Background: an optimization exercise with open tools, aiming at small area, a short achievable clock period and few clock cycles per item. Do not read the settings as production practice. Only simulation tests tie the RTL to the original design; equivalence was not proved. No activity file was given, so power comes from the tool's default toggle rates.

==> flow/design.v (excerpt) <==
module multiturn_polar_angle_tracker #(
  parameter int SAMPLES_PER_AVERAGE = 5,
  parameter int SAMPLE_BITS         = 12
) (
  input  logic                                  clk,
  input  logic                                  rst,
  input  logic                                  psel,
  input  logic                                  penable,
  input  logic                                  pwrite,
  input  logic [mpat_pkg::APB_ADDR_W-1:0]       paddr,
  input  logic [mpat_pkg::APB_DATA_W-1:0]       pwdata,
  output logic [mpat_pkg::APB_DATA_W-1:0]       prdata,
  output logic                                  pready,
  input  logic [SAMPLE_BITS-1:0]                sample,
  input  logic                                  sample_valid,
  output logic                                  sample_stall,
  output logic signed [mpat_pkg::ANGLE_W-1:0]   angle_q8,
  output logic [mpat_pkg::STAGE_W-1:0]          stage,
  output logic [mpat_pkg::OUT_W-1:0]            average,
  output logic [mpat_pkg::OUT_W-1:0]            max_seen,
  output logic [mpat_pkg::OUT_W-1:0]            min_seen,
  output logic                                  result_valid,
  input  logic                                  result_stall
);
Size in the first run: roughly 1600 cells after synthesis, roughly 210 flip-flops, ~150 I/O pins, roughly 14000 um2 of cells after synthesis.
==> flow/config.mk <==
export PLATFORM = sky130hd
export DESIGN_NAME = multiturn_polar_angle_tracker
export DESIGN_NICKNAME = multiturn_polar_angle_tracker
export VERILOG_FILES = /design/flow/design.v
export SDC_FILE = /design/flow/constraint.sdc
export NUM_CORES = 4
export LEC_CHECK = 0
export CAP_MARGIN = 20
export CORE_MARGIN = 2
export CORE_UTILIZATION = 40
export CTS_CLUSTER_SIZE = 30
export SETUP_SLACK_MARGIN = 3.0
export SLEW_MARGIN = 20
==> flow/constraint.sdc <==
create_clock -name core_clock -period 7.0 [get_ports {clk}]
set_input_delay 1.4000 -clock core_clock [delete_from_list [all_inputs] [get_ports {clk}]]
set_output_delay 1.4000 -clock core_clock [all_outputs]
set_load 0.01 [all_outputs]
standard.sh (not shown) runs the stock make flow with config.mk's settings and CLKGATE_MAP_FILE= SYNTH_SCRIPT=/design/flow/synth_recipe.tcl, a recipe that flattens the netlist after the stock synthesis.
==> flow/flow/run.sh <==
#!/bin/bash
# Layout flow: the standard ORFS flow, with one change in synthesis: the
# ABC technology-mapping script is an area-oriented one (area.abc) instead of
# ORFS's speed script. Everything else (register mapping, flattening, renaming,
# floorplan, placement, CTS, routing) is the standard flow, run through
# standard.sh with its own make arguments.
set -euo pipefail
here=$(pwd)
# synthesis body: ORFS synth.tcl with the abc script argument replaced
sed 's#^source \$::env(SCRIPTS_DIR)/synth_preamble.tcl#source $::env(SCRIPTS_DIR)/synth_preamble.tcl\nset abc_args [lreplace $abc_args 1 1 $::env(MY_ABC_SCRIPT)]#' \
  "$FLOW_HOME/scripts/synth.tcl" > "$here/my_synth_body.tcl"
grep -q 'MY_ABC_SCRIPT' "$here/my_synth_body.tcl"
# The standard flow's synthesis wrapper, sourcing that body instead of ORFS's synth.tcl
sed "s#source \$::env(SCRIPTS_DIR)/synth.tcl#source $here/my_synth_body.tcl#" \
  "$here/synth_recipe.tcl" > "$here/my_synth.tcl"
grep -q 'my_synth_body.tcl' "$here/my_synth.tcl"
# standard.sh with the synthesis script swapped
sed "s#SYNTH_SCRIPT=[^ ]*#SYNTH_SCRIPT=$here/my_synth.tcl#" "$here/standard.sh" > "$here/my_standard.sh"
grep -q 'my_synth.tcl' "$here/my_standard.sh"
export BUFFER_PORTS_ARGS="-buffer_cell sky130_fd_sc_hd__buf_2"
export MY_ABC_SCRIPT="$here/flow/area.abc"
bash "$here/my_standard.sh" > "$here/flow.log" 2>&1
==> flow/flow/area.abc <==
&get -n
&st
&dch
&nf
&put
Testbench counts at the start, summed over its fixed seeds: cycles 16,064, items 3,200.
Change:
--- a/flow/flow/run.sh
+++ b/flow/flow/run.sh
@@ -2,5 +2,6 @@
-# Layout flow: the standard ORFS flow, with one change in synthesis: the
-# ABC technology-mapping script is an area-oriented one (area.abc) instead of
-# ORFS's speed script. Everything else (register mapping, flattening, renaming,
-# floorplan, placement, CTS, routing) is the standard flow, run through
-# standard.sh with its own make arguments.
+# Layout flow: the standard ORFS flow (standard.sh's make call) with these
+# changes: synthesis maps with an area-oriented ABC script (flow/area.abc)
+# instead of ORFS's speed script; ports are buffered with buf_N cells given
+# below; and the cells listed in EXTRA_DONT_USE are kept out of the netlist
+# (added to the platform's don't-use list). Register mapping, flattening,
+# renaming, floorplan, power grid, placement, CTS and routing are unchanged.
@@ -8,0 +10,2 @@
+EXTRA_DONT_USE="sky130_fd_sc_hd__a222oi_1"
+PORT_BUFFER="sky130_fd_sc_hd__buf_1"
@@ -17,2 +20,9 @@
-# standard.sh with the synthesis script swapped
-sed "s#SYNTH_SCRIPT=[^ ]*#SYNTH_SCRIPT=$here/my_synth.tcl#" "$here/standard.sh" > "$here/my_standard.sh"
+# the platform's don't-use list plus the extra cells
+du=$(DONT_USE_CELLS="$EXTRA_DONT_USE" make -s -C "$FLOW_HOME" DESIGN_CONFIG="$here/config.mk" \
+  WORK_HOME="$here/orfs" print-DONT_USE_CELLS 2> "$here/dont_use.log" | sed -n 's/^DONT_USE_CELLS: //p')
+echo "$du" >> "$here/dont_use.log"
+for c in $EXTRA_DONT_USE; do grep -q "$c" <<< "$du"; done
+grep -q 'probe_p_8' <<< "$du"
+# standard.sh with the synthesis script swapped and the don't-use list given
+sed "s#SYNTH_SCRIPT=[^ ]*#SYNTH_SCRIPT=$here/my_synth.tcl DONT_USE_CELLS=\"$du\"#" \
+  "$here/standard.sh" > "$here/my_standard.sh"
@@ -20 +30 @@
-export BUFFER_PORTS_ARGS="-buffer_cell sky130_fd_sc_hd__buf_2"
+export BUFFER_PORTS_ARGS="-buffer_cell $PORT_BUFFER"
Settings changed: CTS_CLUSTER_DIAMETER from default to 120, CTS_CLUSTER_SIZE 30 to 24, SETUP_SLACK_MARGIN 3.0 to 3.15.
Outcome: Sequential power hardly moves. Non-clock buffer count goes down by 1. Synthesized area stays flat.

* * *

multiturn_polar_angle_tracker again, from the RTL that the note above started with.
export LEC_CHECK = 0
export CAP_MARGIN = 20
export CORE_MARGIN = 2
export CORE_UTILIZATION = 40
export CTS_CLUSTER_DIAMETER = 120
export CTS_CLUSTER_SIZE = 24
export SETUP_SLACK_MARGIN = 2.7
export SLEW_MARGIN = 20
create_clock -name core_clock -period 7.0 [get_ports {clk}]
==> flow/flow/run.sh <==
#!/bin/bash
# Layout flow: the standard ORFS flow (standard.sh's make call) with these
# changes: synthesis maps with an area-oriented ABC script (flow/area.abc)
# instead of ORFS's speed script; ports are buffered with buf_N cells given
# below; and the cells listed in EXTRA_DONT_USE are kept out of the netlist
# (added to the platform's don't-use list). Register mapping, flattening,
# renaming, floorplan, power grid, placement, CTS and routing are unchanged.
set -euo pipefail
here=$(pwd)
EXTRA_DONT_USE="sky130_fd_sc_hd__a222oi_1"
PORT_BUFFER="sky130_fd_sc_hd__buf_1"
# synthesis body: ORFS synth.tcl with the abc script argument replaced
sed 's#^source \$::env(SCRIPTS_DIR)/synth_preamble.tcl#source $::env(SCRIPTS_DIR)/synth_preamble.tcl\nset abc_args [lreplace $abc_args 1 1 $::env(MY_ABC_SCRIPT)]#' \
  "$FLOW_HOME/scripts/synth.tcl" > "$here/my_synth_body.tcl"
grep -q 'MY_ABC_SCRIPT' "$here/my_synth_body.tcl"
# The standard flow's synthesis wrapper, sourcing that body instead of ORFS's synth.tcl
sed "s#source \$::env(SCRIPTS_DIR)/synth.tcl#source $here/my_synth_body.tcl#" \
  "$here/synth_recipe.tcl" > "$here/my_synth.tcl"
grep -q 'my_synth_body.tcl' "$here/my_synth.tcl"
# the platform's don't-use list plus the extra cells
du=$(DONT_USE_CELLS="$EXTRA_DONT_USE" make -s -C "$FLOW_HOME" DESIGN_CONFIG="$here/config.mk" \
  WORK_HOME="$here/orfs" print-DONT_USE_CELLS 2> "$here/dont_use.log" | sed -n 's/^DONT_USE_CELLS: //p')
echo "$du" >> "$here/dont_use.log"
for c in $EXTRA_DONT_USE; do grep -q "$c" <<< "$du"; done
grep -q 'probe_p_8' <<< "$du"
# standard.sh with the synthesis script swapped and the don't-use list given
sed "s#SYNTH_SCRIPT=[^ ]*#SYNTH_SCRIPT=$here/my_synth.tcl DONT_USE_CELLS=\"$du\"#" \
  "$here/standard.sh" > "$here/my_standard.sh"
grep -q 'my_synth.tcl' "$here/my_standard.sh"
export BUFFER_PORTS_ARGS="-buffer_cell $PORT_BUFFER"
export MY_ABC_SCRIPT="$here/flow/area.abc"
bash "$here/my_standard.sh" > "$here/flow.log" 2>&1
Scripts as last shown in full above: flow/flow/area.abc
Testbench counts at the start, summed over its fixed seeds: cycles 16,064, items 3,200.
Rerun with:
--- a/flow/flow/run.sh
+++ b/flow/flow/run.sh
@@ -27 +27 @@
-sed "s#SYNTH_SCRIPT=[^ ]*#SYNTH_SCRIPT=$here/my_synth.tcl DONT_USE_CELLS=\"$du\"#" \
+sed "s#SYNTH_SCRIPT=[^ ]*#SYNTH_SCRIPT=$here/my_synth.tcl ADDER_MAP_FILE= DONT_USE_CELLS=\"$du\"#" \
--- a/flow/config.mk
+++ b/flow/config.mk
@@ -13 +13,2 @@
-export SETUP_SLACK_MARGIN = 2.7
+export PLACE_DENSITY = 0.8
+export SETUP_SLACK_MARGIN = 3.15
After rerunning: The changed run ran to the end with no violations; power grows by 14%; sequential power is about the same; critical path depth grows by 1; final area grows by about 2%; clock skew grows by 3.2 ps; wire length grows by 6.2%; global-route usage grows by 0.52 points; sequential share of layout area shrinks by 0.61 points; first-iteration DRC count grows by about 32%.
Rerun with:
==> flow/flow/run.sh (replaced) <==
#!/bin/bash
# Layout flow: the standard ORFS flow, with one change in synthesis: the
# ABC technology-mapping script is an area-oriented one (area.abc) instead of
# ORFS's speed script. Everything else (register mapping, flattening, renaming,
# floorplan, placement, CTS, routing) is the standard flow, run through
# standard.sh with its own make arguments.
set -euo pipefail
here=$(pwd)
# synthesis body: ORFS synth.tcl with the abc script argument replaced
sed 's#^source \$::env(SCRIPTS_DIR)/synth_preamble.tcl#source $::env(SCRIPTS_DIR)/synth_preamble.tcl\nset abc_args [lreplace $abc_args 1 1 $::env(MY_ABC_SCRIPT)]#' \
  "$FLOW_HOME/scripts/synth.tcl" > "$here/my_synth_body.tcl"
grep -q 'MY_ABC_SCRIPT' "$here/my_synth_body.tcl"
# The standard flow's synthesis wrapper, sourcing that body instead of ORFS's synth.tcl
sed "s#source \$::env(SCRIPTS_DIR)/synth.tcl#source $here/my_synth_body.tcl#" \
  "$here/synth_recipe.tcl" > "$here/my_synth.tcl"
grep -q 'my_synth_body.tcl' "$here/my_synth.tcl"
# standard.sh with the synthesis script swapped
sed "s#SYNTH_SCRIPT=[^ ]*#SYNTH_SCRIPT=$here/my_synth.tcl#" "$here/standard.sh" > "$here/my_standard.sh"
grep -q 'my_synth.tcl' "$here/my_standard.sh"
export BUFFER_PORTS_ARGS="-buffer_cell sky130_fd_sc_hd__buf_1"
export MY_ABC_SCRIPT="$here/flow/area.abc"
bash "$here/my_standard.sh" > "$here/flow.log" 2>&1
--- a/flow/config.mk
+++ b/flow/config.mk
@@ -13,2 +13 @@
-export PLACE_DENSITY = 0.8
-export SETUP_SLACK_MARGIN = 3.15
+export SETUP_SLACK_MARGIN = 3.0
Sequential cell count does not change; combinational power is lower by a quarter to a third; setup slack is worse by 190 ps.

## re-timing with driven ports
In the flow no input, the clock included, has a driving cell. The finished layouts below were timed again as built, in two steps.
Step 1 assumes that a clkbuf_16 drives the clock port and a buf_2 every other input.
Step 2 adds t to the input delays and takes it off the output delays; t is the mean of the earliest and latest rising clock arrival at the registers after step 1. Input paths then give back, and output paths get back, about the clock's delay inside the block.
Slacks: no drivers / after step 1 / after step 2; pairs: no drivers / after step 1.
| run | shift t [ns] | setup slack, ns | worst setup path at the end |
|---|---|---|---|
| the first run of note 1 | 0.582 | 2.908 / 2.870 / 2.870 | input to output |
| the second run of note 1 | 0.538 | 3.150 / 3.073 / 3.073 | input to output |
| the first run of note 2 | 0.528 | 2.817 / 2.794 / 2.794 | input to output |
| the second run of note 2 | 0.524 | 3.141 / 3.108 / 2.869 | input to register |
| the third run of note 2 | 0.528 | 2.948 / 2.910 / 2.910 | input to output |
After both steps setup and hold are still met in every run listed. For the second run of note 2, which loses most, drivers alone change the setup slack by -0.033 ns; drivers and shift together by -0.272 ns.
